Background: an optimization exercise with open tools, aiming at small area, a short achievable clock period and few clock cycles. Do not read the settings as production practice. In this exercise RTL edits were held to simulation tests only and were not proved equivalent to the original.

==> flow/design.v (outline; a module is shown in full before it is edited, if it fits) <==
// module zeta_rom: 139 lines
// module butterfly_unit: 814 lines
// module ntt_top: 212 lines
module ntt_top (
    input  logic        clk,
    input  logic        rst,
    input  logic        i_start,
    input  logic        i_mode,
    output logic        o_done,
    output logic        o_bram_a_we,
    output logic [7:0]  o_bram_a_addr,
    output logic [15:0] o_bram_a_wdata,
    output logic        o_bram_b_we,
    output logic [7:0]  o_bram_b_addr,
    output logic [15:0] o_bram_b_wdata,
    input  logic [15:0] i_bram_dout_a,
    input  logic [15:0] i_bram_dout_b
);
  // ...
==> flow/run.sh <==
#!/bin/bash
# synth_recipe.tcl (not shown) runs the flow's synth.tcl, then flattens the netlist and writes it again
# the make line also repeats each setting of config.mk as NAME=value (left out here)
make -C /OpenROAD-flow-scripts/flow DESIGN_CONFIG=/design/flow/config.mk WORK_HOME=/design/flow/orfs CLKGATE_MAP_FILE= SYNTH_SCRIPT=/design/flow/synth_recipe.tcl finish
==> flow/config.mk <==
export PLATFORM = sky130hd
export DESIGN_NAME = ntt_top
export DESIGN_NICKNAME = ntt_top
export VERILOG_FILES = /design/flow/design.v
export SDC_FILE = /design/flow/constraint.sdc
export NUM_CORES = 4
export LEC_CHECK = 0
export CAP_MARGIN = 20
export CORE_MARGIN = 2
export CORE_UTILIZATION = 55
export PLACE_DENSITY = 0.65
export SLEW_MARGIN = 20
==> flow/constraint.sdc <==
create_clock -name core_clock -period 13.5 [get_ports {clk}]
set_input_delay 2.7000 -clock core_clock [delete_from_list [all_inputs] [get_ports {clk}]]
set_output_delay 2.7000 -clock core_clock [all_outputs]
set_load 0.01 [all_outputs]
==> metrics.yaml, run 1 <==
layout:
  final-seq-area_mm2: 0.00668
  multiInputGateArea_mm2: 0.0146
  seq_share_pct: 26.5
  largest_register: "u_bf.t13"
cts:
  cts.sinks: 308
  htree_levels: 2
worst_hold_path:
  hp-class: "register to register"
  min_to: "u_bf.w4[4]"
  min-delay-start: "u_bf.w3[4]"
  hold_depth: 0
critical_path:
  worst-path-stages: 11
  path_common_cell: "buf_4"
  timing.rr.end: "op_u[1]"
  crit_required_ns: 13.90
  worst_setup_path_start_kind: "register"
synth:
  synth_top_family_by_area: "adder cells"
  synthSimpleGateAreaFrac_pct: 17.1
  synth_most_common_cell: "inv_1"
drt:
  dr_wl_met2_mm: 28.2
  drt_drc_violations_left: 0
global_route:
  grt_max_degree: 72
  use_met1_pct: 37.1
floorplanning:
  taps: 532
placement:
  dp.cells: 3105
timing:
  period_needed_ns: 4.63
run_status:
  run_status: "finished clean"
Testbench counts, summed over its fixed seeds: cycles 66,632.
==> module butterfly_unit, before the edit <==
module butterfly_unit (
    input  logic        clk,
    input  logic        i_inv,
    input  logic [11:0] i_u,
    input  logic [11:0] i_v,
    input  logic [11:0] i_z,
    output logic [11:0] o_r0,
    output logic [11:0] o_r1
);
    logic [12:0] x1, w1;
    logic [11:0] z1;
    always_ff @(posedge clk) begin
        x1 <= {1'b0, i_v} - {1'b0, i_u & {12{i_inv}}};
        w1 <= {1'b0, i_u} + {1'b0, i_v & {12{i_inv}}};
        z1 <= i_z;
    end
    logic [24:0] m_r0, m_r1;
    logic m_1;
    logic m_2;
    logic m_3;
    logic m_4;
    logic m_5;
    logic m_6;
    logic m_7;
    logic m_8;
    logic m_9;
    logic m_10;
    logic m_11;
    logic m_12;
    logic m_13;
    logic m_14;
    logic m_15;
    logic m_16;
    logic m_17;
    logic m_18;
    logic m_19;
    logic m_20;
    logic m_21;
    logic m_22;
    logic m_23;
    logic m_24;
    logic m_25;
    logic m_26;
    logic m_27;
    logic m_28;
    logic m_29;
    logic m_30;
    logic m_31;
    logic m_32;
    logic m_33;
    logic m_34;
    logic m_35;
    logic m_36;
    logic m_37;
    logic m_38;
    logic m_39;
    logic m_40;
    logic m_41;
    logic m_42;
    logic m_43;
    logic m_44;
    logic m_45;
    logic m_46;
    logic m_47;
    logic m_48;
    logic m_49;
    logic m_50;
    logic m_51;
    logic m_52;
    logic m_53;
    logic m_54;
    logic m_55;
    logic m_56;
    logic m_57;
    logic m_58;
    logic m_59;
    logic m_60;
    logic m_61;
    logic m_62;
    logic m_63;
    logic m_64;
    logic m_65;
    logic m_66;
    logic m_67;
    logic m_68;
    logic m_69;
    logic m_70;
    logic m_71;
    logic m_72;
    logic m_73;
    logic m_74;
    logic m_75;
    logic m_76;
    logic m_77;
    logic m_78;
    logic m_79;
    logic m_80;
    logic m_81;
    logic m_82;
    logic m_83;
    logic m_84;
    logic m_85;
    logic m_86;
    logic m_87;
    logic m_88;
    logic m_89;
    logic m_90;
    logic m_91;
    logic m_92;
    logic m_93;
    logic m_94;
    logic m_95;
    logic m_96;
    logic m_97;
    logic m_98;
    logic m_99;
    logic m_100;
    logic m_101;
    logic m_102;
    logic m_103;
    logic m_104;
    logic m_105;
    logic m_106;
    logic m_107;
    logic m_108;
    logic m_109;
    logic m_110;
    logic m_111;
    logic m_112;
    logic m_113;
    logic m_114;
    logic m_115;
    logic m_116;
    logic m_117;
    logic m_118;
    logic m_119;
    logic m_120;
    logic m_121;
    logic m_122;
    logic m_123;
    logic m_124;
    logic m_125;
    logic m_126;
    logic m_127;
    logic m_128;
    logic m_129;
    logic m_130;
    logic m_131;
    logic m_132;
    logic m_133;
    logic m_134;
    logic m_135;
    logic m_136;
    logic m_137;
    logic m_138;
    logic m_139;
    logic m_140;
    logic m_141;
    logic m_142;
    logic m_143;
    logic m_144;
    logic m_145;
    logic m_146;
    logic m_147;
    logic m_148;
    logic m_149;
    logic m_150;
    logic m_151;
    logic m_152;
    logic m_153;
    logic m_154;
    logic m_155;
    logic m_156;
    logic m_157;
    logic m_158;
    logic m_159;
    logic m_160;
    logic m_161;
    logic m_162;
    logic m_163;
    logic m_164;
    logic m_165;
    logic m_166;
    logic m_167;
    logic m_168;
    logic m_169;
    logic m_170;
    logic m_171;
    logic m_172;
    logic m_173;
    logic m_174;
    logic m_175;
    logic m_176;
    logic m_177;
    logic m_178;
    logic m_179;
    logic m_180;
    logic m_181;
    logic m_182;
    logic m_183;
    logic m_184;
    logic m_185;
    logic m_186;
    logic m_187;
    logic m_188;
    logic m_189;
    logic m_190;
    logic m_191;
    logic m_192;
    logic m_193;
    logic m_194;
    logic m_195;
    logic m_196;
    logic m_197;
    logic m_198;
    logic m_199;
    logic m_200;
    logic m_201;
    logic m_202;
    logic m_203;
    logic m_204;
    logic m_205;
    logic m_206;
    logic m_207;
    logic m_208;
    logic m_209;
    logic m_210;
    logic m_211;
    logic m_212;
    logic m_213;
    logic m_214;
    logic m_215;
    logic m_216;
    logic m_217;
    logic m_218;
    logic m_219;
    logic m_220;
    logic m_221;
    logic m_222;
    logic m_223;
    logic m_224;
    logic m_225;
    logic m_226;
    logic m_227;
    logic m_228;
    logic m_229;
    logic m_230;
    logic m_231;
    logic m_232;
    logic m_233;
    logic m_234;
    logic m_235;
    logic m_236;
    logic m_237;
    logic m_238;
    logic m_239;
    logic m_240;
    logic m_241;
    logic m_242;
    assign m_1 = (z1[0] & x1[9]) ^ (z1[1] & x1[8]);
    assign m_2 = (z1[0] & x1[9]) & (z1[1] & x1[8]);
    assign m_3 = (z1[0] & x1[10]) ^ (z1[1] & x1[9]) ^ (z1[2] & x1[8]);
    assign m_4 = ((z1[0] & x1[10]) & (z1[1] & x1[9])) | ((z1[0] & x1[10]) & (z1[2] & x1[8])) | ((z1[1] & x1[9]) & (z1[2] & x1[8]));
    assign m_5 = (z1[3] & x1[7]) ^ (z1[4] & x1[6]);
    assign m_6 = (z1[3] & x1[7]) & (z1[4] & x1[6]);
    assign m_7 = (z1[0] & x1[11]) ^ (z1[1] & x1[10]) ^ (z1[2] & x1[9]);
    assign m_8 = ((z1[0] & x1[11]) & (z1[1] & x1[10])) | ((z1[0] & x1[11]) & (z1[2] & x1[9])) | ((z1[1] & x1[10]) & (z1[2] & x1[9]));
    assign m_9 = (z1[3] & x1[8]) ^ (z1[4] & x1[7]) ^ (z1[5] & x1[6]);
    assign m_10 = ((z1[3] & x1[8]) & (z1[4] & x1[7])) | ((z1[3] & x1[8]) & (z1[5] & x1[6])) | ((z1[4] & x1[7]) & (z1[5] & x1[6]));
    assign m_11 = (z1[6] & x1[5]) ^ (z1[7] & x1[4]);
    assign m_12 = (z1[6] & x1[5]) & (z1[7] & x1[4]);
    assign m_13 = ~(z1[0] & x1[12]) ^ (z1[1] & x1[11]) ^ (z1[2] & x1[10]);
    assign m_14 = (~(z1[0] & x1[12]) & (z1[1] & x1[11])) | (~(z1[0] & x1[12]) & (z1[2] & x1[10])) | ((z1[1] & x1[11]) & (z1[2] & x1[10]));
    assign m_15 = (z1[3] & x1[9]) ^ (z1[4] & x1[8]) ^ (z1[5] & x1[7]);
    assign m_16 = ((z1[3] & x1[9]) & (z1[4] & x1[8])) | ((z1[3] & x1[9]) & (z1[5] & x1[7])) | ((z1[4] & x1[8]) & (z1[5] & x1[7]));
    assign m_17 = (z1[6] & x1[6]) ^ (z1[7] & x1[5]) ^ (z1[8] & x1[4]);
    assign m_18 = ((z1[6] & x1[6]) & (z1[7] & x1[5])) | ((z1[6] & x1[6]) & (z1[8] & x1[4])) | ((z1[7] & x1[5]) & (z1[8] & x1[4]));
    assign m_19 = (z1[9] & x1[3]) ^ (z1[10] & x1[2]);
    assign m_20 = (z1[9] & x1[3]) & (z1[10] & x1[2]);
    assign m_21 = ~(z1[1] & x1[12]) ^ (z1[2] & x1[11]) ^ (z1[3] & x1[10]);
    assign m_22 = (~(z1[1] & x1[12]) & (z1[2] & x1[11])) | (~(z1[1] & x1[12]) & (z1[3] & x1[10])) | ((z1[2] & x1[11]) & (z1[3] & x1[10]));
    assign m_23 = (z1[4] & x1[9]) ^ (z1[5] & x1[8]) ^ (z1[6] & x1[7]);
    assign m_24 = ((z1[4] & x1[9]) & (z1[5] & x1[8])) | ((z1[4] & x1[9]) & (z1[6] & x1[7])) | ((z1[5] & x1[8]) & (z1[6] & x1[7]));
    assign m_25 = (z1[7] & x1[6]) ^ (z1[8] & x1[5]) ^ (z1[9] & x1[4]);
    assign m_26 = ((z1[7] & x1[6]) & (z1[8] & x1[5])) | ((z1[7] & x1[6]) & (z1[9] & x1[4])) | ((z1[8] & x1[5]) & (z1[9] & x1[4]));
    assign m_27 = ~(z1[2] & x1[12]) ^ (z1[3] & x1[11]) ^ (z1[4] & x1[10]);
    assign m_28 = (~(z1[2] & x1[12]) & (z1[3] & x1[11])) | (~(z1[2] & x1[12]) & (z1[4] & x1[10])) | ((z1[3] & x1[11]) & (z1[4] & x1[10]));
    assign m_29 = (z1[5] & x1[9]) ^ (z1[6] & x1[8]) ^ (z1[7] & x1[7]);
    assign m_30 = ((z1[5] & x1[9]) & (z1[6] & x1[8])) | ((z1[5] & x1[9]) & (z1[7] & x1[7])) | ((z1[6] & x1[8]) & (z1[7] & x1[7]));
    assign m_31 = ~(z1[3] & x1[12]) ^ (z1[4] & x1[11]) ^ (z1[5] & x1[10]);
    assign m_32 = (~(z1[3] & x1[12]) & (z1[4] & x1[11])) | (~(z1[3] & x1[12]) & (z1[5] & x1[10])) | ((z1[4] & x1[11]) & (z1[5] & x1[10]));
    assign m_33 = (z1[0] & x1[6]) ^ (z1[1] & x1[5]);
    assign m_34 = (z1[0] & x1[6]) & (z1[1] & x1[5]);
    assign m_35 = (z1[0] & x1[7]) ^ (z1[1] & x1[6]) ^ (z1[2] & x1[5]);
    assign m_36 = ((z1[0] & x1[7]) & (z1[1] & x1[6])) | ((z1[0] & x1[7]) & (z1[2] & x1[5])) | ((z1[1] & x1[6]) & (z1[2] & x1[5]));
    assign m_37 = (z1[3] & x1[4]) ^ (z1[4] & x1[3]);
    assign m_38 = (z1[3] & x1[4]) & (z1[4] & x1[3]);
    assign m_39 = (z1[0] & x1[8]) ^ (z1[1] & x1[7]) ^ (z1[2] & x1[6]);
    assign m_40 = ((z1[0] & x1[8]) & (z1[1] & x1[7])) | ((z1[0] & x1[8]) & (z1[2] & x1[6])) | ((z1[1] & x1[7]) & (z1[2] & x1[6]));
    assign m_41 = (z1[3] & x1[5]) ^ (z1[4] & x1[4]) ^ (z1[5] & x1[3]);
    assign m_42 = ((z1[3] & x1[5]) & (z1[4] & x1[4])) | ((z1[3] & x1[5]) & (z1[5] & x1[3])) | ((z1[4] & x1[4]) & (z1[5] & x1[3]));
    assign m_43 = (z1[6] & x1[2]) ^ (z1[7] & x1[1]);
    assign m_44 = (z1[6] & x1[2]) & (z1[7] & x1[1]);
    assign m_45 = (z1[2] & x1[7]) ^ (z1[3] & x1[6]) ^ (z1[4] & x1[5]);
    assign m_46 = ((z1[2] & x1[7]) & (z1[3] & x1[6])) | ((z1[2] & x1[7]) & (z1[4] & x1[5])) | ((z1[3] & x1[6]) & (z1[4] & x1[5]));
    assign m_47 = (z1[5] & x1[4]) ^ (z1[6] & x1[3]) ^ (z1[7] & x1[2]);
    assign m_48 = ((z1[5] & x1[4]) & (z1[6] & x1[3])) | ((z1[5] & x1[4]) & (z1[7] & x1[2])) | ((z1[6] & x1[3]) & (z1[7] & x1[2]));
    assign m_49 = (z1[8] & x1[1]) ^ (z1[9] & x1[0]) ^ m_1;
    assign m_50 = ((z1[8] & x1[1]) & (z1[9] & x1[0])) | ((z1[8] & x1[1]) & m_1) | ((z1[9] & x1[0]) & m_1);
    assign m_51 = (z1[5] & x1[5]) ^ (z1[6] & x1[4]) ^ (z1[7] & x1[3]);
    assign m_52 = ((z1[5] & x1[5]) & (z1[6] & x1[4])) | ((z1[5] & x1[5]) & (z1[7] & x1[3])) | ((z1[6] & x1[4]) & (z1[7] & x1[3]));
    assign m_53 = (z1[8] & x1[2]) ^ (z1[9] & x1[1]) ^ (z1[10] & x1[0]);
    assign m_54 = ((z1[8] & x1[2]) & (z1[9] & x1[1])) | ((z1[8] & x1[2]) & (z1[10] & x1[0])) | ((z1[9] & x1[1]) & (z1[10] & x1[0]));
    assign m_55 = m_3 ^ m_5 ^ m_2;
    assign m_56 = (m_3 & m_5) | (m_3 & m_2) | (m_5 & m_2);
    assign m_57 = (z1[8] & x1[3]) ^ (z1[9] & x1[2]) ^ (z1[10] & x1[1]);
    assign m_58 = ((z1[8] & x1[3]) & (z1[9] & x1[2])) | ((z1[8] & x1[3]) & (z1[10] & x1[1])) | ((z1[9] & x1[2]) & (z1[10] & x1[1]));
    assign m_59 = (z1[11] & x1[0]) ^ m_7 ^ m_9;
    assign m_60 = ((z1[11] & x1[0]) & m_7) | ((z1[11] & x1[0]) & m_9) | (m_7 & m_9);
    assign m_61 = m_11 ^ m_4 ^ m_6;
    assign m_62 = (m_11 & m_4) | (m_11 & m_6) | (m_4 & m_6);
    assign m_63 = (z1[11] & x1[1]) ^ 1'b1 ^ m_13;
    assign m_64 = ((z1[11] & x1[1]) & 1'b1) | ((z1[11] & x1[1]) & m_13) | (1'b1 & m_13);
    assign m_65 = m_15 ^ m_17 ^ m_19;
    assign m_66 = (m_15 & m_17) | (m_15 & m_19) | (m_17 & m_19);
    assign m_67 = m_8 ^ m_10 ^ m_12;
    assign m_68 = (m_8 & m_10) | (m_8 & m_12) | (m_10 & m_12);
    assign m_69 = (z1[10] & x1[3]) ^ (z1[11] & x1[2]) ^ m_21;
    assign m_70 = ((z1[10] & x1[3]) & (z1[11] & x1[2])) | ((z1[10] & x1[3]) & m_21) | ((z1[11] & x1[2]) & m_21);
    assign m_71 = m_23 ^ m_25 ^ m_14;
    assign m_72 = (m_23 & m_25) | (m_23 & m_14) | (m_25 & m_14);
    assign m_73 = m_16 ^ m_18 ^ m_20;
    assign m_74 = (m_16 & m_18) | (m_16 & m_20) | (m_18 & m_20);
    assign m_75 = (z1[8] & x1[6]) ^ (z1[9] & x1[5]) ^ (z1[10] & x1[4]);
    assign m_76 = ((z1[8] & x1[6]) & (z1[9] & x1[5])) | ((z1[8] & x1[6]) & (z1[10] & x1[4])) | ((z1[9] & x1[5]) & (z1[10] & x1[4]));
    assign m_77 = (z1[11] & x1[3]) ^ m_27 ^ m_29;
    assign m_78 = ((z1[11] & x1[3]) & m_27) | ((z1[11] & x1[3]) & m_29) | (m_27 & m_29);
    assign m_79 = m_22 ^ m_24 ^ m_26;
    assign m_80 = (m_22 & m_24) | (m_22 & m_26) | (m_24 & m_26);
    assign m_81 = (z1[6] & x1[9]) ^ (z1[7] & x1[8]) ^ (z1[8] & x1[7]);
    assign m_82 = ((z1[6] & x1[9]) & (z1[7] & x1[8])) | ((z1[6] & x1[9]) & (z1[8] & x1[7])) | ((z1[7] & x1[8]) & (z1[8] & x1[7]));
    assign m_83 = (z1[9] & x1[6]) ^ (z1[10] & x1[5]) ^ (z1[11] & x1[4]);
    assign m_84 = ((z1[9] & x1[6]) & (z1[10] & x1[5])) | ((z1[9] & x1[6]) & (z1[11] & x1[4])) | ((z1[10] & x1[5]) & (z1[11] & x1[4]));
    assign m_85 = m_31 ^ m_28 ^ m_30;
    assign m_86 = (m_31 & m_28) | (m_31 & m_30) | (m_28 & m_30);
    assign m_87 = ~(z1[4] & x1[12]) ^ (z1[5] & x1[11]) ^ (z1[6] & x1[10]);
    assign m_88 = (~(z1[4] & x1[12]) & (z1[5] & x1[11])) | (~(z1[4] & x1[12]) & (z1[6] & x1[10])) | ((z1[5] & x1[11]) & (z1[6] & x1[10]));
    assign m_89 = (z1[7] & x1[9]) ^ (z1[8] & x1[8]) ^ (z1[9] & x1[7]);
    assign m_90 = ((z1[7] & x1[9]) & (z1[8] & x1[8])) | ((z1[7] & x1[9]) & (z1[9] & x1[7])) | ((z1[8] & x1[8]) & (z1[9] & x1[7]));
    assign m_91 = (z1[10] & x1[6]) ^ (z1[11] & x1[5]) ^ m_32;
    assign m_92 = ((z1[10] & x1[6]) & (z1[11] & x1[5])) | ((z1[10] & x1[6]) & m_32) | ((z1[11] & x1[5]) & m_32);
    assign m_93 = ~(z1[5] & x1[12]) ^ (z1[6] & x1[11]) ^ (z1[7] & x1[10]);
    assign m_94 = (~(z1[5] & x1[12]) & (z1[6] & x1[11])) | (~(z1[5] & x1[12]) & (z1[7] & x1[10])) | ((z1[6] & x1[11]) & (z1[7] & x1[10]));
    assign m_95 = (z1[8] & x1[9]) ^ (z1[9] & x1[8]) ^ (z1[10] & x1[7]);
    assign m_96 = ((z1[8] & x1[9]) & (z1[9] & x1[8])) | ((z1[8] & x1[9]) & (z1[10] & x1[7])) | ((z1[9] & x1[8]) & (z1[10] & x1[7]));
    assign m_97 = ~(z1[6] & x1[12]) ^ (z1[7] & x1[11]) ^ (z1[8] & x1[10]);
    assign m_98 = (~(z1[6] & x1[12]) & (z1[7] & x1[11])) | (~(z1[6] & x1[12]) & (z1[8] & x1[10])) | ((z1[7] & x1[11]) & (z1[8] & x1[10]));
    assign m_99 = (z1[0] & x1[4]) ^ (z1[1] & x1[3]);
    assign m_100 = (z1[0] & x1[4]) & (z1[1] & x1[3]);
    assign m_101 = (z1[0] & x1[5]) ^ (z1[1] & x1[4]) ^ (z1[2] & x1[3]);
    assign m_102 = ((z1[0] & x1[5]) & (z1[1] & x1[4])) | ((z1[0] & x1[5]) & (z1[2] & x1[3])) | ((z1[1] & x1[4]) & (z1[2] & x1[3]));
    assign m_103 = (z1[3] & x1[2]) ^ (z1[4] & x1[1]);
    assign m_104 = (z1[3] & x1[2]) & (z1[4] & x1[1]);
    assign m_105 = (z1[2] & x1[4]) ^ (z1[3] & x1[3]) ^ (z1[4] & x1[2]);
    assign m_106 = ((z1[2] & x1[4]) & (z1[3] & x1[3])) | ((z1[2] & x1[4]) & (z1[4] & x1[2])) | ((z1[3] & x1[3]) & (z1[4] & x1[2]));
    assign m_107 = (z1[5] & x1[1]) ^ (z1[6] & x1[0]) ^ m_33;
    assign m_108 = ((z1[5] & x1[1]) & (z1[6] & x1[0])) | ((z1[5] & x1[1]) & m_33) | ((z1[6] & x1[0]) & m_33);
    assign m_109 = (z1[5] & x1[2]) ^ (z1[6] & x1[1]) ^ (z1[7] & x1[0]);
    assign m_110 = ((z1[5] & x1[2]) & (z1[6] & x1[1])) | ((z1[5] & x1[2]) & (z1[7] & x1[0])) | ((z1[6] & x1[1]) & (z1[7] & x1[0]));
    assign m_111 = m_35 ^ m_37 ^ m_34;
    assign m_112 = (m_35 & m_37) | (m_35 & m_34) | (m_37 & m_34);
    assign m_113 = (z1[8] & x1[0]) ^ m_39 ^ m_41;
    assign m_114 = ((z1[8] & x1[0]) & m_39) | ((z1[8] & x1[0]) & m_41) | (m_39 & m_41);
    assign m_115 = m_43 ^ m_36 ^ m_38;
    assign m_116 = (m_43 & m_36) | (m_43 & m_38) | (m_36 & m_38);
    assign m_117 = m_45 ^ m_47 ^ m_49;
    assign m_118 = (m_45 & m_47) | (m_45 & m_49) | (m_47 & m_49);
    assign m_119 = m_40 ^ m_42 ^ m_44;
    assign m_120 = (m_40 & m_42) | (m_40 & m_44) | (m_42 & m_44);
    assign m_121 = m_51 ^ m_53 ^ m_55;
    assign m_122 = (m_51 & m_53) | (m_51 & m_55) | (m_53 & m_55);
    assign m_123 = m_46 ^ m_48 ^ m_50;
    assign m_124 = (m_46 & m_48) | (m_46 & m_50) | (m_48 & m_50);
    assign m_125 = m_57 ^ m_59 ^ m_61;
    assign m_126 = (m_57 & m_59) | (m_57 & m_61) | (m_59 & m_61);
    assign m_127 = m_52 ^ m_54 ^ m_56;
    assign m_128 = (m_52 & m_54) | (m_52 & m_56) | (m_54 & m_56);
    assign m_129 = m_63 ^ m_65 ^ m_67;
    assign m_130 = (m_63 & m_65) | (m_63 & m_67) | (m_65 & m_67);
    assign m_131 = m_58 ^ m_60 ^ m_62;
    assign m_132 = (m_58 & m_60) | (m_58 & m_62) | (m_60 & m_62);
    assign m_133 = m_69 ^ m_71 ^ m_73;
    assign m_134 = (m_69 & m_71) | (m_69 & m_73) | (m_71 & m_73);
    assign m_135 = m_64 ^ m_66 ^ m_68;
    assign m_136 = (m_64 & m_66) | (m_64 & m_68) | (m_66 & m_68);
    assign m_137 = m_75 ^ m_77 ^ m_79;
    assign m_138 = (m_75 & m_77) | (m_75 & m_79) | (m_77 & m_79);
    assign m_139 = m_70 ^ m_72 ^ m_74;
    assign m_140 = (m_70 & m_72) | (m_70 & m_74) | (m_72 & m_74);
    assign m_141 = m_81 ^ m_83 ^ m_85;
    assign m_142 = (m_81 & m_83) | (m_81 & m_85) | (m_83 & m_85);
    assign m_143 = m_76 ^ m_78 ^ m_80;
    assign m_144 = (m_76 & m_78) | (m_76 & m_80) | (m_78 & m_80);
    assign m_145 = m_87 ^ m_89 ^ m_91;
    assign m_146 = (m_87 & m_89) | (m_87 & m_91) | (m_89 & m_91);
    assign m_147 = m_82 ^ m_84 ^ m_86;
    assign m_148 = (m_82 & m_84) | (m_82 & m_86) | (m_84 & m_86);
    assign m_149 = (z1[11] & x1[6]) ^ m_93 ^ m_95;
    assign m_150 = ((z1[11] & x1[6]) & m_93) | ((z1[11] & x1[6]) & m_95) | (m_93 & m_95);
    assign m_151 = m_88 ^ m_90 ^ m_92;
    assign m_152 = (m_88 & m_90) | (m_88 & m_92) | (m_90 & m_92);
    assign m_153 = (z1[9] & x1[9]) ^ (z1[10] & x1[8]) ^ (z1[11] & x1[7]);
    assign m_154 = ((z1[9] & x1[9]) & (z1[10] & x1[8])) | ((z1[9] & x1[9]) & (z1[11] & x1[7])) | ((z1[10] & x1[8]) & (z1[11] & x1[7]));
    assign m_155 = m_97 ^ m_94 ^ m_96;
    assign m_156 = (m_97 & m_94) | (m_97 & m_96) | (m_94 & m_96);
    assign m_157 = ~(z1[7] & x1[12]) ^ (z1[8] & x1[11]) ^ (z1[9] & x1[10]);
    assign m_158 = (~(z1[7] & x1[12]) & (z1[8] & x1[11])) | (~(z1[7] & x1[12]) & (z1[9] & x1[10])) | ((z1[8] & x1[11]) & (z1[9] & x1[10]));
    assign m_159 = (z1[10] & x1[9]) ^ (z1[11] & x1[8]) ^ m_98;
    assign m_160 = ((z1[10] & x1[9]) & (z1[11] & x1[8])) | ((z1[10] & x1[9]) & m_98) | ((z1[11] & x1[8]) & m_98);
    assign m_161 = ~(z1[8] & x1[12]) ^ (z1[9] & x1[11]) ^ (z1[10] & x1[10]);
    assign m_162 = (~(z1[8] & x1[12]) & (z1[9] & x1[11])) | (~(z1[8] & x1[12]) & (z1[10] & x1[10])) | ((z1[9] & x1[11]) & (z1[10] & x1[10]));
    assign m_163 = (z1[0] & x1[3]) ^ (z1[1] & x1[2]);
    assign m_164 = (z1[0] & x1[3]) & (z1[1] & x1[2]);
    assign m_165 = (z1[2] & x1[2]) ^ (z1[3] & x1[1]) ^ (z1[4] & x1[0]);
    assign m_166 = ((z1[2] & x1[2]) & (z1[3] & x1[1])) | ((z1[2] & x1[2]) & (z1[4] & x1[0])) | ((z1[3] & x1[1]) & (z1[4] & x1[0]));
    assign m_167 = (z1[5] & x1[0]) ^ m_101 ^ m_103;
    assign m_168 = ((z1[5] & x1[0]) & m_101) | ((z1[5] & x1[0]) & m_103) | (m_101 & m_103);
    assign m_169 = m_105 ^ m_107 ^ m_102;
    assign m_170 = (m_105 & m_107) | (m_105 & m_102) | (m_107 & m_102);
    assign m_171 = m_109 ^ m_111 ^ m_106;
    assign m_172 = (m_109 & m_111) | (m_109 & m_106) | (m_111 & m_106);
    assign m_173 = m_113 ^ m_115 ^ m_110;
    assign m_174 = (m_113 & m_115) | (m_113 & m_110) | (m_115 & m_110);
    assign m_175 = m_117 ^ m_119 ^ m_114;
    assign m_176 = (m_117 & m_119) | (m_117 & m_114) | (m_119 & m_114);
    assign m_177 = m_121 ^ m_123 ^ m_118;
    assign m_178 = (m_121 & m_123) | (m_121 & m_118) | (m_123 & m_118);
    assign m_179 = m_125 ^ m_127 ^ m_122;
    assign m_180 = (m_125 & m_127) | (m_125 & m_122) | (m_127 & m_122);
    assign m_181 = m_129 ^ m_131 ^ m_126;
    assign m_182 = (m_129 & m_131) | (m_129 & m_126) | (m_131 & m_126);
    assign m_183 = m_133 ^ m_135 ^ m_130;
    assign m_184 = (m_133 & m_135) | (m_133 & m_130) | (m_135 & m_130);
    assign m_185 = m_137 ^ m_139 ^ m_134;
    assign m_186 = (m_137 & m_139) | (m_137 & m_134) | (m_139 & m_134);
    assign m_187 = m_141 ^ m_143 ^ m_138;
    assign m_188 = (m_141 & m_143) | (m_141 & m_138) | (m_143 & m_138);
    assign m_189 = m_145 ^ m_147 ^ m_142;
    assign m_190 = (m_145 & m_147) | (m_145 & m_142) | (m_147 & m_142);
    assign m_191 = m_149 ^ m_151 ^ m_146;
    assign m_192 = (m_149 & m_151) | (m_149 & m_146) | (m_151 & m_146);
    assign m_193 = m_153 ^ m_155 ^ m_150;
    assign m_194 = (m_153 & m_155) | (m_153 & m_150) | (m_155 & m_150);
    assign m_195 = m_157 ^ m_159 ^ m_154;
    assign m_196 = (m_157 & m_159) | (m_157 & m_154) | (m_159 & m_154);
    assign m_197 = (z1[11] & x1[9]) ^ m_161 ^ m_158;
    assign m_198 = ((z1[11] & x1[9]) & m_161) | ((z1[11] & x1[9]) & m_158) | (m_161 & m_158);
    assign m_199 = ~(z1[9] & x1[12]) ^ (z1[10] & x1[11]) ^ (z1[11] & x1[10]);
    assign m_200 = (~(z1[9] & x1[12]) & (z1[10] & x1[11])) | (~(z1[9] & x1[12]) & (z1[11] & x1[10])) | ((z1[10] & x1[11]) & (z1[11] & x1[10]));
    assign m_201 = (z1[0] & x1[2]) ^ (z1[1] & x1[1]);
    assign m_202 = (z1[0] & x1[2]) & (z1[1] & x1[1]);
    assign m_203 = (z1[2] & x1[1]) ^ (z1[3] & x1[0]) ^ m_163;
    assign m_204 = ((z1[2] & x1[1]) & (z1[3] & x1[0])) | ((z1[2] & x1[1]) & m_163) | ((z1[3] & x1[0]) & m_163);
    assign m_205 = m_99 ^ m_165 ^ m_164;
    assign m_206 = (m_99 & m_165) | (m_99 & m_164) | (m_165 & m_164);
    assign m_207 = m_100 ^ m_167 ^ m_166;
    assign m_208 = (m_100 & m_167) | (m_100 & m_166) | (m_167 & m_166);
    assign m_209 = m_104 ^ m_169 ^ m_168;
    assign m_210 = (m_104 & m_169) | (m_104 & m_168) | (m_169 & m_168);
    assign m_211 = m_108 ^ m_171 ^ m_170;
    assign m_212 = (m_108 & m_171) | (m_108 & m_170) | (m_171 & m_170);
    assign m_213 = m_112 ^ m_173 ^ m_172;
    assign m_214 = (m_112 & m_173) | (m_112 & m_172) | (m_173 & m_172);
    assign m_215 = m_116 ^ m_175 ^ m_174;
    assign m_216 = (m_116 & m_175) | (m_116 & m_174) | (m_175 & m_174);
    assign m_217 = m_120 ^ m_177 ^ m_176;
    assign m_218 = (m_120 & m_177) | (m_120 & m_176) | (m_177 & m_176);
    assign m_219 = m_124 ^ m_179 ^ m_178;
    assign m_220 = (m_124 & m_179) | (m_124 & m_178) | (m_179 & m_178);
    assign m_221 = m_128 ^ m_181 ^ m_180;
    assign m_222 = (m_128 & m_181) | (m_128 & m_180) | (m_181 & m_180);
    assign m_223 = m_132 ^ m_183 ^ m_182;
    assign m_224 = (m_132 & m_183) | (m_132 & m_182) | (m_183 & m_182);
    assign m_225 = m_136 ^ m_185 ^ m_184;
    assign m_226 = (m_136 & m_185) | (m_136 & m_184) | (m_185 & m_184);
    assign m_227 = m_140 ^ m_187 ^ m_186;
    assign m_228 = (m_140 & m_187) | (m_140 & m_186) | (m_187 & m_186);
    assign m_229 = m_144 ^ m_189 ^ m_188;
    assign m_230 = (m_144 & m_189) | (m_144 & m_188) | (m_189 & m_188);
    assign m_231 = m_148 ^ m_191 ^ m_190;
    assign m_232 = (m_148 & m_191) | (m_148 & m_190) | (m_191 & m_190);
    assign m_233 = m_152 ^ m_193 ^ m_192;
    assign m_234 = (m_152 & m_193) | (m_152 & m_192) | (m_193 & m_192);
    assign m_235 = m_156 ^ m_195 ^ m_194;
    assign m_236 = (m_156 & m_195) | (m_156 & m_194) | (m_195 & m_194);
    assign m_237 = m_160 ^ m_197 ^ m_196;
    assign m_238 = (m_160 & m_197) | (m_160 & m_196) | (m_197 & m_196);
    assign m_239 = m_162 ^ m_199 ^ m_198;
    assign m_240 = (m_162 & m_199) | (m_162 & m_198) | (m_199 & m_198);
    assign m_241 = ~(z1[10] & x1[12]) ^ (z1[11] & x1[11]) ^ m_200;
    assign m_242 = (~(z1[10] & x1[12]) & (z1[11] & x1[11])) | (~(z1[10] & x1[12]) & m_200) | ((z1[11] & x1[11]) & m_200);
    assign m_r0 = {1'b1, ~(z1[11] & x1[12]), m_241, m_239, m_237, m_235, m_233, m_231, m_229, m_227, m_225, m_223, m_221, m_219, m_217, m_215, m_213, m_211, m_209, m_207, m_205, m_203, (z1[2] & x1[0]), (z1[0] & x1[1]), (z1[0] & x1[0])};
    assign m_r1 = {1'b0, m_242, m_240, m_238, m_236, m_234, m_232, m_230, m_228, m_226, m_224, m_222, m_220, m_218, m_216, m_214, m_212, m_210, m_208, m_206, m_204, m_202, m_201, (z1[1] & x1[0]), 1'b0};
    logic [8:0]  lo_c;
    assign lo_c = {1'b0, m_r0[7:0]} + {1'b0, m_r1[7:0]};
    logic [7:0]  plo2;
    logic        c82;
    logic [16:0] sh2, ch2;
    logic [12:0] w2;
    always_ff @(posedge clk) begin
        plo2 <= lo_c[7:0];
        c82  <= lo_c[8];
        sh2  <= m_r0[24:8];
        ch2  <= m_r1[24:8];
        w2   <= w1;
    end
    logic [16:0] a_r0, a_r1;
    logic a_1;
    logic a_2;
    logic a_3;
    logic a_4;
    logic a_5;
    logic a_6;
    logic a_7;
    logic a_8;
    logic a_9;
    logic a_10;
    logic a_11;
    logic a_12;
    logic a_13;
    logic a_14;
    logic a_15;
    logic a_16;
    logic a_17;
    logic a_18;
    logic a_19;
    logic a_20;
    logic a_21;
    logic a_22;
    logic a_23;
    logic a_24;
    logic a_25;
    logic a_26;
    logic a_27;
    logic a_28;
    logic a_29;
    logic a_30;
    logic a_31;
    logic a_32;
    logic a_33;
    logic a_34;
    logic a_35;
    logic a_36;
    logic a_37;
    logic a_38;
    logic a_39;
    logic a_40;
    logic a_41;
    logic a_42;
    logic a_43;
    logic a_44;
    logic a_45;
    logic a_46;
    logic a_47;
    logic a_48;
    logic a_49;
    logic a_50;
    logic a_51;
    logic a_52;
    logic a_53;
    logic a_54;
    logic a_55;
    logic a_56;
    logic a_57;
    logic a_58;
    logic a_59;
    logic a_60;
    logic a_61;
    logic a_62;
    logic a_63;
    logic a_64;
    logic a_65;
    logic a_66;
    logic a_67;
    logic a_68;
    logic a_69;
    logic a_70;
    logic a_71;
    logic a_72;
    logic a_73;
    logic a_74;
    logic a_75;
    logic a_76;
    logic a_77;
    logic a_78;
    logic a_79;
    logic a_80;
    logic a_81;
    logic a_82;
    logic a_83;
    logic a_84;
    logic a_85;
    logic a_86;
    logic a_87;
    logic a_88;
    logic a_89;
    logic a_90;
    assign a_1 = sh2[0] ^ ch2[0];
    assign a_2 = sh2[0] & ch2[0];
    assign a_3 = sh2[1] ^ ch2[1];
    assign a_4 = sh2[1] & ch2[1];
    assign a_5 = sh2[2] ^ ch2[2];
    assign a_6 = sh2[2] & ch2[2];
    assign a_7 = sh2[3] ^ ch2[3] ^ ~plo2[0];
    assign a_8 = (sh2[3] & ch2[3]) | (sh2[3] & ~plo2[0]) | (ch2[3] & ~plo2[0]);
    assign a_9 = ~plo2[1] ^ ~plo2[3];
    assign a_10 = ~plo2[1] & ~plo2[3];
    assign a_11 = sh2[4] ^ ch2[4] ^ ~plo2[1];
    assign a_12 = (sh2[4] & ch2[4]) | (sh2[4] & ~plo2[1]) | (ch2[4] & ~plo2[1]);
    assign a_13 = ~plo2[2] ^ ~plo2[4] ^ 1'b1;
    assign a_14 = (~plo2[2] & ~plo2[4]) | (~plo2[2] & 1'b1) | (~plo2[4] & 1'b1);
    assign a_15 = sh2[5] ^ ch2[5] ^ ~plo2[2];
    assign a_16 = (sh2[5] & ch2[5]) | (sh2[5] & ~plo2[2]) | (ch2[5] & ~plo2[2]);
    assign a_17 = ~plo2[3] ^ ~plo2[5];
    assign a_18 = ~plo2[3] & ~plo2[5];
    assign a_19 = sh2[6] ^ ch2[6] ^ ~plo2[3];
    assign a_20 = (sh2[6] & ch2[6]) | (sh2[6] & ~plo2[3]) | (ch2[6] & ~plo2[3]);
    assign a_21 = ~plo2[4] ^ ~plo2[6];
    assign a_22 = ~plo2[4] & ~plo2[6];
    assign a_23 = sh2[7] ^ ch2[7] ^ ~plo2[4];
    assign a_24 = (sh2[7] & ch2[7]) | (sh2[7] & ~plo2[4]) | (ch2[7] & ~plo2[4]);
    assign a_25 = ~plo2[5] ^ ~plo2[7];
    assign a_26 = ~plo2[5] & ~plo2[7];
    assign a_27 = sh2[8] ^ ch2[8] ^ ~plo2[5];
    assign a_28 = (sh2[8] & ch2[8]) | (sh2[8] & ~plo2[5]) | (ch2[8] & ~plo2[5]);
    assign a_29 = ~plo2[6] ^ 1'b1;
    assign a_30 = ~plo2[6] & 1'b1;
    assign a_31 = sh2[9] ^ ch2[9] ^ ~plo2[6];
    assign a_32 = (sh2[9] & ch2[9]) | (sh2[9] & ~plo2[6]) | (ch2[9] & ~plo2[6]);
    assign a_33 = c82 ^ ~plo2[0];
    assign a_34 = c82 & ~plo2[0];
    assign a_35 = ~plo2[1] ^ 1'b1 ^ a_3;
    assign a_36 = (~plo2[1] & 1'b1) | (~plo2[1] & a_3) | (1'b1 & a_3);
    assign a_37 = ~plo2[0] ^ ~plo2[2] ^ a_5;
    assign a_38 = (~plo2[0] & ~plo2[2]) | (~plo2[0] & a_5) | (~plo2[2] & a_5);
    assign a_39 = 1'b1 ^ a_7 ^ a_9;
    assign a_40 = (1'b1 & a_7) | (1'b1 & a_9) | (a_7 & a_9);
    assign a_41 = a_11 ^ a_13 ^ a_8;
    assign a_42 = (a_11 & a_13) | (a_11 & a_8) | (a_13 & a_8);
    assign a_43 = a_15 ^ a_17 ^ a_12;
    assign a_44 = (a_15 & a_17) | (a_15 & a_12) | (a_17 & a_12);
    assign a_45 = a_19 ^ a_21 ^ a_16;
    assign a_46 = (a_19 & a_21) | (a_19 & a_16) | (a_21 & a_16);
    assign a_47 = a_23 ^ a_25 ^ a_20;
    assign a_48 = (a_23 & a_25) | (a_23 & a_20) | (a_25 & a_20);
    assign a_49 = a_27 ^ a_29 ^ a_24;
    assign a_50 = (a_27 & a_29) | (a_27 & a_24) | (a_29 & a_24);
    assign a_51 = ~plo2[7] ^ a_31 ^ a_28;
    assign a_52 = (~plo2[7] & a_31) | (~plo2[7] & a_28) | (a_31 & a_28);
    assign a_53 = sh2[10] ^ ch2[10] ^ ~plo2[7];
    assign a_54 = (sh2[10] & ch2[10]) | (sh2[10] & ~plo2[7]) | (ch2[10] & ~plo2[7]);
    assign a_55 = sh2[11] ^ ch2[11];
    assign a_56 = sh2[11] & ch2[11];
    assign a_57 = 1'b1 ^ a_1;
    assign a_58 = 1'b1 & a_1;
    assign a_59 = a_2 ^ a_35 ^ a_34;
    assign a_60 = (a_2 & a_35) | (a_2 & a_34) | (a_35 & a_34);
    assign a_61 = a_4 ^ a_37 ^ a_36;
    assign a_62 = (a_4 & a_37) | (a_4 & a_36) | (a_37 & a_36);
    assign a_63 = a_6 ^ a_39 ^ a_38;
    assign a_64 = (a_6 & a_39) | (a_6 & a_38) | (a_39 & a_38);
    assign a_65 = a_10 ^ a_41 ^ a_40;
    assign a_66 = (a_10 & a_41) | (a_10 & a_40) | (a_41 & a_40);
    assign a_67 = a_14 ^ a_43 ^ a_42;
    assign a_68 = (a_14 & a_43) | (a_14 & a_42) | (a_43 & a_42);
    assign a_69 = a_18 ^ a_45 ^ a_44;
    assign a_70 = (a_18 & a_45) | (a_18 & a_44) | (a_45 & a_44);
    assign a_71 = a_22 ^ a_47 ^ a_46;
    assign a_72 = (a_22 & a_47) | (a_22 & a_46) | (a_47 & a_46);
    assign a_73 = a_26 ^ a_49 ^ a_48;
    assign a_74 = (a_26 & a_49) | (a_26 & a_48) | (a_49 & a_48);
    assign a_75 = a_30 ^ a_51 ^ a_50;
    assign a_76 = (a_30 & a_51) | (a_30 & a_50) | (a_51 & a_50);
    assign a_77 = a_32 ^ a_53 ^ a_52;
    assign a_78 = (a_32 & a_53) | (a_32 & a_52) | (a_53 & a_52);
    assign a_79 = 1'b1 ^ a_55 ^ a_54;
    assign a_80 = (1'b1 & a_55) | (1'b1 & a_54) | (a_55 & a_54);
    assign a_81 = sh2[12] ^ ch2[12] ^ a_56;
    assign a_82 = (sh2[12] & ch2[12]) | (sh2[12] & a_56) | (ch2[12] & a_56);
    assign a_83 = sh2[13] ^ ch2[13] ^ 1'b1;
    assign a_84 = (sh2[13] & ch2[13]) | (sh2[13] & 1'b1) | (ch2[13] & 1'b1);
    assign a_85 = sh2[14] ^ ch2[14];
    assign a_86 = sh2[14] & ch2[14];
    assign a_87 = sh2[15] ^ ch2[15] ^ 1'b1;
    assign a_88 = (sh2[15] & ch2[15]) | (sh2[15] & 1'b1) | (ch2[15] & 1'b1);
    assign a_89 = sh2[16] ^ ch2[16];
    assign a_90 = sh2[16] & ch2[16];
    assign a_r0 = {a_89, a_87, a_85, a_83, a_81, a_79, a_77, a_75, a_73, a_71, a_69, a_67, a_65, a_63, a_61, a_59, a_33};
    assign a_r1 = {a_88, a_86, a_84, a_82, a_80, a_78, a_76, a_74, a_72, a_70, a_68, a_66, a_64, a_62, a_60, a_58, a_57};
    logic [16:0] t13;
    logic [12:0] w3;
    always_ff @(posedge clk) begin
        t13 <= a_r0 + a_r1;
        w3  <= w2;
    end
    logic [11:0] b_r0, b_r1;
    logic b_1;
    logic b_2;
    logic b_3;
    logic b_4;
    logic b_5;
    logic b_6;
    logic b_7;
    logic b_8;
    logic b_9;
    logic b_10;
    logic b_11;
    logic b_12;
    logic b_13;
    logic b_14;
    logic b_15;
    logic b_16;
    logic b_17;
    logic b_18;
    logic b_19;
    logic b_20;
    logic b_21;
    logic b_22;
    logic b_23;
    logic b_24;
    logic b_25;
    logic b_26;
    logic b_27;
    logic b_28;
    logic b_29;
    logic b_30;
    logic b_31;
    logic b_32;
    logic b_33;
    logic b_34;
    logic b_35;
    logic b_36;
    logic b_37;
    logic b_38;
    logic b_39;
    logic b_40;
    logic b_41;
    logic b_42;
    assign b_1 = t13[11] ^ ~t13[0];
    assign b_2 = t13[11] & ~t13[0];
    assign b_3 = t13[12] ^ ~t13[1];
    assign b_4 = t13[12] & ~t13[1];
    assign b_5 = t13[13] ^ ~t13[2];
    assign b_6 = t13[13] & ~t13[2];
    assign b_7 = t13[14] ^ ~t13[3];
    assign b_8 = t13[14] & ~t13[3];
    assign b_9 = t13[15] ^ ~t13[4];
    assign b_10 = t13[15] & ~t13[4];
    assign b_11 = t13[10] ^ ~t13[0];
    assign b_12 = t13[10] & ~t13[0];
    assign b_13 = ~t13[1] ^ ~t13[3] ^ 1'b1;
    assign b_14 = (~t13[1] & ~t13[3]) | (~t13[1] & 1'b1) | (~t13[3] & 1'b1);
    assign b_15 = ~t13[2] ^ ~t13[4] ^ b_3;
    assign b_16 = (~t13[2] & ~t13[4]) | (~t13[2] & b_3) | (~t13[4] & b_3);
    assign b_17 = ~t13[3] ^ ~t13[5] ^ b_5;
    assign b_18 = (~t13[3] & ~t13[5]) | (~t13[3] & b_5) | (~t13[5] & b_5);
    assign b_19 = ~t13[4] ^ ~t13[6] ^ b_7;
    assign b_20 = (~t13[4] & ~t13[6]) | (~t13[4] & b_7) | (~t13[6] & b_7);
    assign b_21 = ~t13[5] ^ ~t13[7] ^ b_9;
    assign b_22 = (~t13[5] & ~t13[7]) | (~t13[5] & b_9) | (~t13[7] & b_9);
    assign b_23 = t13[16] ^ ~t13[5] ^ ~t13[6];
    assign b_24 = (t13[16] & ~t13[5]) | (t13[16] & ~t13[6]) | (~t13[5] & ~t13[6]);
    assign b_25 = t13[9] ^ ~t13[1];
    assign b_26 = t13[9] & ~t13[1];
    assign b_27 = ~t13[2] ^ 1'b1 ^ b_11;
    assign b_28 = (~t13[2] & 1'b1) | (~t13[2] & b_11) | (1'b1 & b_11);
    assign b_29 = b_1 ^ b_13 ^ b_12;
    assign b_30 = (b_1 & b_13) | (b_1 & b_12) | (b_13 & b_12);
    assign b_31 = b_2 ^ b_15 ^ b_14;
    assign b_32 = (b_2 & b_15) | (b_2 & b_14) | (b_15 & b_14);
    assign b_33 = b_4 ^ b_17 ^ b_16;
    assign b_34 = (b_4 & b_17) | (b_4 & b_16) | (b_17 & b_16);
    assign b_35 = b_6 ^ b_19 ^ b_18;
    assign b_36 = (b_6 & b_19) | (b_6 & b_18) | (b_19 & b_18);
    assign b_37 = b_8 ^ b_21 ^ b_20;
    assign b_38 = (b_8 & b_21) | (b_8 & b_20) | (b_21 & b_20);
    assign b_39 = b_10 ^ b_23 ^ b_22;
    assign b_40 = (b_10 & b_23) | (b_10 & b_22) | (b_23 & b_22);
    assign b_41 = ~t13[6] ^ ~t13[7] ^ b_24;
    assign b_42 = (~t13[6] & ~t13[7]) | (~t13[6] & b_24) | (~t13[7] & b_24);
    assign b_r0 = {1'b0, ~t13[7], b_41, b_39, b_37, b_35, b_33, b_31, b_29, b_27, 1'b1, t13[8]};
    assign b_r1 = {1'b0, b_42, b_40, b_38, b_36, b_34, b_32, b_30, b_28, b_26, b_25, ~t13[0]};
    logic [11:0] t4;
    logic [12:0] w4;
    always_ff @(posedge clk) begin
        t4 <= b_r0 + b_r1;
        w4 <= w3;
    end
    logic [13:0] y05, y15;
    always_ff @(posedge clk) begin
        y05 <= {1'b0, w4} + {2'b00, t4 & {12{~i_inv}}};
        y15 <= i_inv ? {2'b00, t4} : ({1'b0, w4} + 14'd6658 - {2'b00, t4});
    end
    function automatic logic [11:0] mod3q(input logic [13:0] y);
        logic [13:0] a, b;
        a = y - 14'd3329;
        b = y - 14'd6658;
        mod3q = !b[13] ? b[11:0] : (!a[13] ? a[11:0] : y[11:0]);
    endfunction
    always_ff @(posedge clk) begin
        o_r0 <= mod3q(y05);
        o_r1 <= mod3q(y15);
    end
endmodule
==> inputs of run 2 (changes only) <==
--- a/flow/design.v
+++ b/flow/design.v
@@ -941,20 +941,19 @@
         w4 <= w3;
     end
     logic [13:0] y05, y15;
     always_ff @(posedge clk) begin
         y05 <= {1'b0, w4} + {2'b00, t4 & {12{~i_inv}}};
         y15 <= i_inv ? {2'b00, t4} : ({1'b0, w4} + 14'd6658 - {2'b00, t4});
     end
     function automatic logic [11:0] mod3q(input logic [13:0] y);
-        logic [13:0] a, b;
-        a = y - 14'd3329;
-        b = y - 14'd6658;
-        mod3q = !b[13] ? b[11:0] : (!a[13] ? a[11:0] : y[11:0]);
+        logic [11:0] k;
+        k = (y >= 14'd6658) ? 12'(6658) : ((y >= 14'd3329) ? 12'd3329 : 12'd0);
+        mod3q = y[11:0] - k;
     endfunction
     always_ff @(posedge clk) begin
         o_r0 <= mod3q(y05);
         o_r1 <= mod3q(y15);
     end
 endmodule
 `timescale 1ns/1ps
 module ntt_top (
@@ -974,88 +973,87 @@
 );
     localparam int D        = 6;
     localparam int LAG_L2   = D + 5;        
     localparam int LAG_WR2  = 2 * D + 5;    
     localparam int LAG_WR1  = D + 3;        
     localparam int T_LAST   = 1022 + LAG_WR2;
     logic        busy;
     logic        mode_q;
-    logic [10:0] t;
+    logic [10:0] c;        
     logic        done_q;
     function automatic logic [23:0] grp_addr(input logic inv, input logic [1:0] p,
                                              input logic [6:0] g);
         logic [7:0] base, fb, sb;
         base = '0; fb = '0; sb = '0;
         if (!inv) begin
             case (p)
-                2'd0: begin base = {1'b0, g};             fb = 8'h80; sb = 8'h00; end
-                2'd1: begin base = {g[5], 2'b00, g[4:0]}; fb = 8'h40; sb = 8'h20; end
+                2'd0: begin base = {1'b0, g};               fb = 8'h80; sb = 8'h80; end
+                2'd1: begin base = {g[5], 2'b00, g[4:0]};   fb = 8'h40; sb = 8'h20; end
                 2'd2: begin base = {g[5:3], 2'b00, g[2:0]}; fb = 8'h10; sb = 8'h08; end
                 default: begin base = {g[5:1], 2'b00, g[0]}; fb = 8'h04; sb = 8'h02; end
             endcase
         end else begin
             case (p)
-                2'd0: begin base = {g[6:1], 1'b0, g[0]};  fb = 8'h02; sb = 8'h00; end
+                2'd0: begin base = {g[6:1], 1'b0, g[0]};    fb = 8'h02; sb = 8'h02; end
                 2'd1: begin base = {g[5:2], 2'b00, g[1:0]}; fb = 8'h04; sb = 8'h08; end
                 2'd2: begin base = {g[5:4], 2'b00, g[3:0]}; fb = 8'h10; sb = 8'h20; end
-                default: begin base = {2'b00, g[5:0]};    fb = 8'h40; sb = 8'h80; end
+                default: begin base = {2'b00, g[5:0]};      fb = 8'h40; sb = 8'h80; end
             endcase
         end
         grp_addr = {base, fb, sb};
     endfunction
     logic        start;
     assign start = !busy && i_start;
     always_ff @(posedge clk or posedge rst) begin
         if (rst) begin
             busy   <= 1'b0;
             mode_q <= 1'b0;
-            t      <= '0;
+            c      <= '0;
             done_q <= 1'b0;
         end else begin
             done_q <= 1'b0;
             if (start) begin
                 busy   <= 1'b1;
                 mode_q <= i_mode;
-                t      <= '0;
+                c      <= 11'd1;
             end else if (busy) begin
-                t <= t + 11'd1;
-                if (t == 11'(T_LAST)) begin
+                c <= c + 11'd1;
+                if (c == 11'(T_LAST + 1)) begin
                     busy   <= 1'b0;
                     done_q <= 1'b1;
                 end
             end
         end
     end
     assign o_done = done_q;
-    logic [10:0] c, cw1, cw2;
-    assign c   = t + 11'd1;
-    assign cw1 = c - 11'(LAG_WR1);
-    assign cw2 = c - 11'(LAG_WR2);
-    logic        wr1_n, wr2_n;
-    logic [23:0] ra, wa1, wa2;
-    logic [7:0]  n_addr_a, n_addr_b;
+    logic [10:0] uw1, uw2, ac;
+    logic        wr1_n, wr2_n, rd_n;
+    assign uw1   = c - 11'(LAG_WR1);
+    assign uw2   = c - 11'(LAG_WR2);
+    assign rd_n  = !c[0];
+    assign wr1_n = busy && c[0] && (uw1[10:8] == 3'd0);
+    assign wr2_n = busy && c[0] && (uw2[10:8] != 3'd0) && !uw2[10];
+    assign ac    = rd_n ? c : (uw1[10:8] == 3'd0 ? uw1 : uw2);
+    logic [23:0] ga;
+    logic [7:0]  base, fb, sb, hb, n_addr_a, n_addr_b;
+    logic        sel;
     always_comb begin
-        wr1_n = busy && (cw1[10:8] == 3'd0) && !cw1[0] && (c >= 11'(LAG_WR1));
-        wr2_n = busy && (cw2[10:8] != 3'd0) && !cw2[10] && !cw2[0] && (c >= 11'(LAG_WR2));
-        ra  = grp_addr(mode_q, c[9:8], (c[9:8] == 2'd0) ? c[7:1] : {1'b0, c[7:2]});
-        wa1 = grp_addr(mode_q, 2'd0, cw1[7:1]);
-        wa2 = grp_addr(mode_q, cw2[9:8], {1'b0, cw2[7:2]});
+        ga   = grp_addr(mode_q, ac[9:8], (ac[9:8] == 2'd0) ? ac[7:1] : {1'b0, ac[7:2]});
+        base = ga[23:16];
+        fb   = ga[15:8];
+        sb   = ga[7:0];
+        sel  = (ac[9:8] != 2'd0) && ac[1];
+        hb   = sel ? (rd_n ? sb : fb) : 8'h00;
         if (!busy) begin
             n_addr_a = 8'd0;
             n_addr_b = i_mode ? 8'd2 : 8'd128;
-        end else if (wr1_n) begin
-            n_addr_a = wa1[23:16];
-            n_addr_b = wa1[23:16] | wa1[15:8];
-        end else if (wr2_n) begin
-            n_addr_a = wa2[23:16] | (cw2[1] ? wa2[15:8] : 8'h00);
-            n_addr_b = wa2[23:16] | wa2[7:0] | (cw2[1] ? wa2[15:8] : 8'h00);
         end else begin
-            n_addr_a = ra[23:16] | ((c[1] && c[9:8] != 2'd0) ? ra[7:0] : 8'h00);
-            n_addr_b = ra[23:16] | ra[15:8] | ((c[1] && c[9:8] != 2'd0) ? ra[7:0] : 8'h00);
+            n_addr_a = base | hb;
+            n_addr_b = base | hb | (rd_n ? fb : sb);
         end
     end
     logic       we_q;
     logic [7:0] addr_a_q, addr_b_q;
     always_ff @(posedge clk or posedge rst) begin
         if (rst) begin
             we_q     <= 1'b0;
             addr_a_q <= '0;
@@ -1066,82 +1064,86 @@
             addr_b_q <= n_addr_b;
         end
     end
     logic [11:0] bf_r0, bf_r1;
     logic [11:0] h1_0, h1_1, h2;
     logic [11:0] op_u, op_v;
     logic [6:0]  zi_q;
     logic [11:0] zrom;
-    logic [11:0] op_z;
-    logic [10:0] cl2;
-    assign cl2 = c - 11'(LAG_L2);
-    logic [10:0] cs;
+    logic [10:0] cs, cl2, zc, cs1;
     logic        sgl_op, l2b_op;
     assign cs     = c - 11'd3;
+    assign cl2    = c - 11'(LAG_L2);
     assign sgl_op = (cs[10:8] == 3'd0);
     assign l2b_op = !sgl_op && cl2[1];
+    assign zc     = rd_n ? (c - 11'd2) : (sgl_op ? cs : cl2);
+    assign cs1    = c - 11'd2;      
+    logic sgl_q, l2b_q;
+    logic cap_q, hp_q, hq_q;
+    logic [10:0] uh;
+    assign uh = c - 11'd8;
+    always_ff @(posedge clk or posedge rst) begin
+        if (rst) begin
+            sgl_q <= 1'b0;
+            l2b_q <= 1'b0;
+            cap_q <= 1'b0;
+            hp_q  <= 1'b0;
+            hq_q  <= 1'b0;
+        end else begin
+            sgl_q <= busy && (cs1[10:8] == 3'd0);
+            l2b_q <= busy && (cs1[10:8] != 3'd0) && cs1[1];
+            cap_q <= busy && c[0] && (c < 11'd256);
+            hp_q  <= busy && !c[0] && (uh[9:8] != 2'd0) && !uh[10] && !uh[1];
+            hq_q  <= busy && !c[0] && (uh[9:8] != 2'd0) && !uh[10] && uh[1];
+        end
+    end
     always_ff @(posedge clk) begin
         if (!c[0]) begin
             op_u <= i_bram_dout_a[11:0];
             op_v <= i_bram_dout_b[11:0];
         end else begin
-            op_u <= l2b_op ? h1_1 : h1_0;
-            op_v <= (sgl_op || l2b_op) ? h2 : bf_r0;
+            op_u <= l2b_q ? h1_1 : h1_0;
+            op_v <= (sgl_q || l2b_q) ? h2 : bf_r0;
         end
-        op_z <= zrom;
     end
-    logic [10:0] th, tc;
-    assign th = t - 11'(D + 2);    
-    assign tc = t - 11'd1;
     always_ff @(posedge clk) begin
-        if (t[0] && tc[10:8] == 3'd0) begin
+        if (cap_q) begin
             h1_0 <= i_bram_dout_a[11:0];
-        end else if (!t[0] && th[9:8] != 2'd0 && !th[1]) begin
+        end else if (hp_q) begin
             h1_0 <= bf_r0;
         end
-        if (!t[0] && th[9:8] != 2'd0 && !th[1]) begin
+        if (hp_q) begin
             h1_1 <= bf_r1;
         end
-        if (t[0] && tc[10:8] == 3'd0) begin
+        if (cap_q) begin
             h2 <= i_bram_dout_b[11:0];
-        end else if (!t[0] && th[9:8] != 2'd0 && th[1]) begin
+        end else if (hq_q) begin
             h2 <= bf_r1;
         end
     end
-    logic [10:0] e, el1, el2;
     logic [6:0]  zi_n;
     logic [5:0]  gg;
     logic        qb;
-    assign e   = t + 11'd2;
-    assign el1 = e - 11'd3;
-    assign el2 = e - 11'(LAG_L2);
     always_comb begin
-        zi_n = 7'd1;
-        if (!e[0]) begin
-            gg = t[7:2];
-            qb = t[1];
-            case ({mode_q, t[9:8]})
+        gg = zc[7:2];
+        qb = zc[1];
+        if (rd_n || sgl_op) begin
+            case ({mode_q, zc[9:8]})
                 3'b000: zi_n = 7'd1;
                 3'b001: zi_n = {5'b00001, gg[5]};
                 3'b010: zi_n = {3'b001, gg[5:3]};
                 3'b011: zi_n = {1'b1, gg[5:1]};
                 3'b100: zi_n = {1'b1, ~gg[5:0]};
                 3'b101: zi_n = {2'b01, ~gg[5:2], ~qb};
                 3'b110: zi_n = {4'b0001, ~gg[5:4], ~qb};
                 default: zi_n = {5'b00001, ~qb};
             endcase
-        end else if (el1[10:8] == 3'd0) begin
-            gg = el1[7:2];
-            qb = 1'b0;
-            zi_n = mode_q ? {1'b1, ~gg[5:0]} : 7'd1;
-        end else begin
-            gg = el2[7:2];
-            qb = el2[1];
-            case ({mode_q, el2[9:8]})
+        end else begin
+            case ({mode_q, zc[9:8]})
                 3'b001: zi_n = {4'b0001, gg[5], qb};
                 3'b010: zi_n = {2'b01, gg[5:3], qb};
                 3'b011: zi_n = {gg[5:1], qb} | 7'h40;
                 3'b101: zi_n = {3'b001, ~gg[5:2]};
                 3'b110: zi_n = {5'b00001, ~gg[5:4]};
                 default: zi_n = 7'd1;
             endcase
         end
@@ -1153,17 +1155,17 @@
         .i_k (zi_q),
         .o_z (zrom)
     );
     butterfly_unit u_bf (
         .clk   (clk),
         .i_inv (mode_q),
         .i_u   (op_u),
         .i_v   (op_v),
-        .i_z   (op_z),
+        .i_z   (zrom),
         .o_r0  (bf_r0),
         .o_r1  (bf_r1)
     );
     assign o_bram_a_we    = we_q;
     assign o_bram_b_we    = we_q;
     assign o_bram_a_addr  = addr_a_q;
     assign o_bram_b_addr  = addr_b_q;
     assign o_bram_a_wdata = {4'b0000, bf_r0};
==> flow/config.mk (replaced) <==
export PLATFORM = sky130hd
export DESIGN_NAME = ntt_top
export DESIGN_NICKNAME = ntt_top
export VERILOG_FILES = /design/flow/design.v
export SDC_FILE = /design/flow/constraint.sdc
export NUM_CORES = 4
export LEC_CHECK = 0
export CAP_MARGIN = 20
export CORE_MARGIN = 2
export CORE_UTILIZATION = 25
export PLACE_DENSITY = 0.35
export SLEW_MARGIN = 20
==> metrics.yaml, run 2 <==
worst_hold_path:
  hold_depth: 0  # unchanged
  hp-class: "register to register"
layout:
  area.growth.synth_to_final_pct: 14.1
  mostFrequentLayoutCells: "inv_1, dfxtp_1, nand2_1, nor2_1, ha_1"
  final_common_cell: "inv_1"
  final_util_pct: 28.7
  fin_nets: 2744
  drive_above_1_share_pct: 6.72
  largest_register: "u_bf.t13"
  largest_reg_flops: 17
  reg_top3: "u_bf.t13 (17), u_bf.ch2 (16), u_bf.sh2 (16)"
run_status:
  run_status: "finished clean"
floorplanning:
  coreArea_mm2: 0.0863
  dieArea_mm2: 0.0891
  die_h_um: 299
  rows: 108
  die_x_um: 299
  io_pins: 87
  initial_core_util_pct: 25.1
cts:
  cts_resized: 0
  hold_buffers: 0
  cts_buffers: 39
  cts_tree: "yes"
  clockBufferDepth: 3
  htree_levels: 2  # unchanged
  post_cts.repair.setup_buffers: 0
  clkTransAtPathRegs_ns: 0.06
  root_buffer: "clkbuf_16"
  clock_latency_ns: 0.57
  cts.sinks: 301  # -2.3%
global_route:
  grt_pass1_vias: 17000
  grt_pass1_wl_mm: 101
  grt_max_degree: 67  # -6.9%
  antenna_found_initial: 1
  grt_util_all_layers_pct: 14.3
  grt_overflow: 0
critical_path:
  crit_required_ns: 13.93  # +0.03 ns
  r2r_slack_ns: 9.00
  cp_slowest_cell: "dfrtp_2"
  arrival_ns: 4.93
  cp-end-kind: "register"
  setup.worst_path.class: "register to register"
  crit_family: "compound AO/OA/AOI/OAI gates"
  worstPathMaxFanout: 51
  worst_setup_path_start_kind: "register"
  reg2regPathDepth: 11
  worst-path-stages: 11  # unchanged
  path_buf_inv: 1
  critPathMaxStageDelay_ns: 0.74
  crit_chain: "inv_1 -> ha_1 -> or3b_4 -> a2111oi_2 -> xnor2_1 -> nand2_1 -> o22ai_4 -> mux2i_1 -> nor2_1 -> o311a_1 -> o21bai_1"
drt:
  wl_met1_mm: 30.3
  drt_first_pass_iters: 5
  wl_met3_mm: 2.08
  final_antenna_net_count: 0
  post_drt_wl_per_cell_um: 17.8
  vias: 16400
  vias_per_cell: 4.57
  routed_wl_mm: 63.8
  drt_drc_violations_left: 0  # unchanged
  drt_iter0_drc: 749
  dr_wl_met2_mm: 30.0  # +6.4%
  top_layer: "met4"
synth:
  synthArstFlopShare_pct: 11.6
  synth_most_common_cell: "inv_1"
  avgSynthCellArea_um2: 9.05
  netlist.area_leader.share_pct: 21.2
  yosysSeqAreaShare_pct: 30.2
  synth-seq-cells: 301
  syn-cell-area_mm2: 0.0217
  synth-warning-count: 3
  ys.flop_type: "dfxtp_1"
  yosysUniqueCellTypes: 91
  ys_top_cells_by_count: "inv_1, dfxtp_1, nand2_1"
  synthTopCellsByArea: "dfxtp_1, fa_1, ha_1"
  synth_top_cell_by_area: "dfxtp_1"
  synth_cells: 2397
  synth_edf_count: 36
placement:
  gp_congestion: 0.864
  hpwl_mm: 47.3
  portBuffers: 70
timing:
  hold_violations: 0
  fmax_mhz: 222
  maxSlewViolCount: 0
  tns_ns: 0
  period_needed_ns: 4.50  # -0.131 ns
  tightestPinTransition_ns: 0.950
  finalSetupViolations: 0
  worst_clock_skew_ns: 0.0165
  slew_headroom_pct: 36.4
  period_share_pct: 33.4
  rsz0062_at_grt: "false"
job:
  maxCapViolations: 0
-- run 2: cell types whose count changed in the layout (fill, tap and decap cells not counted), moves of 10 or more --
cell and delta:
a2111oi_0 -11, buf_4 -11, mux2i_1 +22, nor2_1 -62, nand2_1 -29, nor3_1 -23, dfxtp_1 -12, and2_1 -10
a211oi_1 -30, xor2_1 -13, inv_1 +12, xnor2_1 -29
-- run 2: routing by layer --
layer	track usage (%)	vias up
met2	23.8	325
met3	1.49	80
met4	4.19	0
met5	0	-
met1	19.7	7921
li1	-	8024
-- run 2: final cells by class --
type	count	area, µm²
Fill cell	9126	61600
Multi-Input combinational cell	1674	13500
Sequential cell	301	6570
Tap cell	1155	1450
Inverter	296	1110
Clock buffer	48	1030
Timing Repair Buffer	82	791
Clock inverter	24	310
Antenna cell	1	2.50
-- run 2: kinds of logic after synthesis --
| group | Yosys count | synth area share, % |
|---|---|---|
| AOI/OAI and AO/OA | 496 | 15.0 |
| muxes | 75 | 4.43 |
| DFF | 301 | 30.2 |
| xor gates and xnor gates | 88 | 3.71 |
| other | 1 | 0.0173 |
| adders and majority gates | 314 | 23.5 |
| and+or+nand+nor | 693 | 15.4 |
| buffers and inverters | 429 | 7.72 |
-- run 2: metrics by stage --
step	instance area, µm²	setup WS, ns	hold slack, ns	std cells
after detailed placement	23400	8.99	0.312	3508
final	24700	9.00	0.321	3581
after global routing	24700	8.60	0.330	3580
after floorplan	21700	9.99	0.310	2404
after global placement	23400	9.01	0.311	3508
after CTS	24700	8.95	0.324	3580
-- run 2: worst paths after layout --
check                           startpoint     endpoint
max in group asynchronous              rst       mode_q
worst min register to register  u_bf.w1[5]   u_bf.w2[5]
worst min-delay path            u_bf.w1[5]   u_bf.w2[5]
worst max-delay path                  c[0]  addr_b_q[6]
min in group asynchronous              rst  addr_a_q[5]
worst max register to register        c[0]  addr_b_q[6]
Testbench counts of run 2, summed over its fixed seeds: cycles 66,632.

-- re-timing with driven ports --
How much do the figures lean on ideal ports? The routed layouts below were timed once more, with nothing changed but the port constraints.
Step 1 (the two cells are an assumption about what drives the block):
set clk [get_ports {clk}]
set_driving_cell -lib_cell sky130_fd_sc_hd__clkbuf_16 $clk
set_driving_cell -lib_cell sky130_fd_sc_hd__buf_2 [delete_from_list [all_inputs] $clk]
Step 2, shift: input delay + t, output delay - t, t = (earliest + latest rising clock arrival at the registers) / 2. This alone moves slack from input paths to output paths.
Three values: ideal ports, drivers, drivers and shift; two values: the first two.
| run | t (ns) | slack for setup (ns) | worst slew at a driven data input, ns |
|---|---|---|---|
| run 1 | 0.601 | 8.866 / 8.866 / 8.866 | 0.04 |
| run 2 | 0.625 | 8.997 / 8.997 / 8.997 | 0.05 |
After both steps every run listed still meets setup and hold.
